This design comes from an exercise in tuning for small area on the open sky130 flow, not from production work. Function was checked by simulation only, so behaviour that the tests miss may differ from the original. Power is estimated from default activity; no workload was simulated.

==> run X <==
==> flow/design.v <==
module gaussian_stream_filter #(
    parameter int PIX_W      = 8,
    parameter int IMG_W      = 256,
    parameter int IMG_H      = 256,
    parameter int COEF_W     = 8,
    parameter int K_CORNER   = 3,
    parameter int K_EDGE     = 21,
    parameter int K_CENTER   = 158,
    parameter int NORM_SHIFT = 8
) (
    input  logic             clk,
    input  logic             rst,
    input  logic             s_valid,
    output logic             s_ready,
    input  logic [PIX_W-1:0] s_data,
    output logic             m_valid,
    input  logic             m_ready,
    output logic [PIX_W-1:0] m_data,
    output logic             m_eol,
    output logic             m_last,
    output logic [1:0]       dbg_state
);
    localparam int ACC_W  = PIX_W + COEF_W + 4;
    localparam int COL_W  = $clog2(IMG_W);
    localparam int ROW_W  = (IMG_H > 2) ? $clog2(IMG_H) : 1;
    localparam int DEPTH  = 2 * IMG_W + 2;
    localparam logic [COL_W-1:0]  COL_LAST = COL_W'(IMG_W - 1);
    localparam logic [ROW_W-1:0]  ROW_LAST = ROW_W'(IMG_H - 1);
    typedef enum logic [1:0] {FILL = 2'd0, RUN = 2'd1, FLUSH = 2'd2} state_t;
    state_t           state, state_nx;
    logic             started;
    logic [COL_W-1:0] in_col;
    logic [ROW_W-1:0] in_row;
    logic             slot_free, in_xfer, produce, step, flush_end;
    logic             col0, top_ok, bot_ok, left_ok, right_ok;
    logic [PIX_W*DEPTH-1:0] chain;    
    logic [PIX_W-1:0] raw [3][3];     
    logic [PIX_W-1:0] tap [3][3];
    logic [ACC_W-1:0] acc;
    logic [ACC_W:0]   rounded, shifted;
    logic [PIX_W-1:0] result;
    assign slot_free = !m_valid || m_ready;
    assign s_ready   = started && (state != FLUSH) && slot_free;
    assign in_xfer   = s_valid && s_ready;
    assign produce   = ((state == RUN) && in_xfer) || ((state == FLUSH) && slot_free);
    assign step      = in_xfer || ((state == FLUSH) && slot_free);
    assign dbg_state = state;
    assign col0      = (in_col == '0);
    assign left_ok   = (in_col != COL_W'(1));
    assign right_ok  = !col0;
    assign top_ok    = (state == FLUSH) ||
                       !((in_row == ROW_W'(1) && !col0) || (in_row == ROW_W'(2) && col0));
    assign bot_ok    = (state != FLUSH) || (col0 && !in_row[0]);
    assign flush_end = in_row[0];
    always_comb begin
        raw[0][0] = chain[(2*IMG_W + 1)*PIX_W +: PIX_W]; raw[0][1] = chain[(2*IMG_W)*PIX_W +: PIX_W]; raw[0][2] = chain[(2*IMG_W - 1)*PIX_W +: PIX_W];
        raw[1][0] = chain[(IMG_W + 1)*PIX_W +: PIX_W];   raw[1][1] = chain[IMG_W*PIX_W +: PIX_W];   raw[1][2] = chain[(IMG_W - 1)*PIX_W +: PIX_W];
        raw[2][0] = chain[PIX_W +: PIX_W];           raw[2][1] = chain[0 +: PIX_W];           raw[2][2] = s_data;
        for (int r = 0; r < 3; r++) begin
            for (int c = 0; c < 3; c++) begin
                tap[r][c] = ((r == 0 && !top_ok) || (r == 2 && !bot_ok) ||
                             (c == 0 && !left_ok) || (c == 2 && !right_ok)) ? '0 : raw[r][c];
            end
        end
    end
    always_comb begin
        acc = ACC_W'(K_CORNER) * ACC_W'({2'b0, tap[0][0]} + tap[0][2] + tap[2][0] + tap[2][2])
            + ACC_W'(K_EDGE)   * ACC_W'({2'b0, tap[0][1]} + tap[1][0] + tap[1][2] + tap[2][1])
            + ACC_W'(K_CENTER) * ACC_W'(tap[1][1]);
        rounded = {1'b0, acc} + ((ACC_W + 1)'(1) << (NORM_SHIFT - 1));
        shifted = rounded >> NORM_SHIFT;
        result  = (|shifted[ACC_W:PIX_W]) ? '1 : shifted[PIX_W-1:0];
    end
    always_comb begin
        state_nx = state;
        case (state)
            FILL:    if (in_xfer && in_row == ROW_W'(1) && col0) state_nx = RUN;
            RUN:     if (in_xfer && in_row == ROW_LAST && in_col == COL_LAST) state_nx = FLUSH;
            FLUSH:   if (produce && flush_end) state_nx = FILL;
            default: state_nx = FILL;
        endcase
    end
    always_ff @(posedge clk) begin
        if (rst) begin
            state   <= FILL;
            started <= 1'b0;
            in_col  <= '0;
            in_row  <= '0;
        end else begin
            state   <= state_nx;
            started <= 1'b1;
            if (step) begin
                in_col <= in_col + 1'b1;
                if (in_col == COL_LAST)
                    in_row <= (in_row == ROW_LAST) ? '0 : in_row + 1'b1;
            end
            if (state == FLUSH && state_nx == FILL) begin
                in_col <= '0;
                in_row <= '0;
            end
        end
    end
    always_ff @(posedge clk) begin
        if (step) chain <= {chain[PIX_W*(DEPTH-1)-1:0], s_data};
    end
    always_ff @(posedge clk) begin
        if (rst) begin
            m_valid <= 1'b0;
            m_data  <= '0;
            m_eol   <= 1'b0;
            m_last  <= 1'b0;
        end else if (produce) begin
            m_valid <= 1'b1;
            m_data  <= result;
            m_eol   <= col0;
            m_last  <= (state == FLUSH) && flush_end;
        end else if (m_ready) begin
            m_valid <= 1'b0;
        end
    end
endmodule
==> flow/run.sh <==
#!/bin/bash
# synth_recipe.tcl (not shown) runs the flow's synth.tcl, then flattens the netlist and writes it again
# the make line also repeats each setting of config.mk as NAME=value (left out here)
make -C /OpenROAD-flow-scripts/flow DESIGN_CONFIG=/design/flow/config.mk WORK_HOME=/design/flow/orfs CLKGATE_MAP_FILE= SYNTH_SCRIPT=/design/flow/synth_recipe.tcl finish
==> flow/config.mk <==
export PLATFORM = sky130hd
export DESIGN_NAME = gaussian_stream_filter
export DESIGN_NICKNAME = gaussian_stream_filter
export VERILOG_FILES = /design/flow/design.v
export SDC_FILE = /design/flow/constraint.sdc
export NUM_CORES = 4
export LEC_CHECK = 0
export CAP_MARGIN = 20
export CORE_MARGIN = 2
export CORE_UTILIZATION = 70
export SLEW_MARGIN = 20
==> flow/constraint.sdc <==
create_clock -name core_clock -period 12.0 [get_ports {clk}]
set_input_delay 2.4000 -clock core_clock [delete_from_list [all_inputs] [get_ports {clk}]]
set_output_delay 2.4000 -clock core_clock [all_outputs]
set_load 0.01 [all_outputs]
==> run C (differences from run X) <==
--- a/flow/config.mk
+++ b/flow/config.mk
@@ -7,5 +7,5 @@
 export LEC_CHECK = 0
 export CAP_MARGIN = 20
 export CORE_MARGIN = 2
-export CORE_UTILIZATION = 70
+export CORE_UTILIZATION = 40
 export SLEW_MARGIN = 20
==> qor summary <==
metric                                                    run C         run X
Status                                 timing/DRC/antenna clean  timing/DRC/antenna clean
Largest net degree at the start of global routing           191           212
Die extent in y                                        573.8 um      434.7 um
Estimated wirelength of the detail-placed design       74.61 mm      78.15 mm
Total length of routed wires                           160.0 mm      216.2 mm
Crit path buffers/inverters                                   8             5
Power spent charging and discharging nets              8.009 mW      8.527 mW
TritonRoute pass-1 iters                                      5             6
Starting utilization of the core area                    0.4012        0.7026
Met3 GRT Util                                           0.02024       0.03682
Most Crowded Layer GR                                      met1          met2
Number of nets in the finished design                      5537          5524
Area grow syn2layout                                     14.72%        12.03%
R2R setup slack                                         2.85 ns       3.14 ns
Clk_skew                                             0.04958 ns    0.08433 ns
Ratio of total power to cell area                  223.9 nW/um2  228.9 nW/um2
Combinational cell power                                4.44 mW       4.61 mW
Slew Limit Headroom                                      0.2589        0.2352
Worst Path Arrival                                      9.96 ns       9.75 ns

[afterwards: timing with drivers on the ports]
How much do the figures lean on ideal ports? The routed layouts below were timed once more, with nothing changed but the port constraints.
Step 1, drivers: a clkbuf_16 drives clk and a buf_2 each remaining input, both assumed.
Step 2 adds t to the input delays and takes it off the output delays; t is the mean of the earliest and latest rising clock arrival at the registers after step 1. Input paths then give back, and output paths get back, about the clock's delay inside the block.
Slacks: ideal / step 1 / step 2; pairs: ideal / step 1.
| run | t (ns) | setup slack, ns | worst hold slack (ns) | worst setup path after step 2 |
|---|---|---|---|---|
| run X | 1.030 | 3.139 / 3.139 / 3.022 | 0.361 / 0.361 / 0.361 | input to register |
| run C | 0.984 | 2.848 / 2.848 / 2.848 | 0.370 / 0.370 / 0.370 | register to register |
After both steps setup and hold are still met in every run listed. For run X, which loses most, drivers alone change the setup slack by 0.000 ns; drivers and shift together by -0.117 ns.
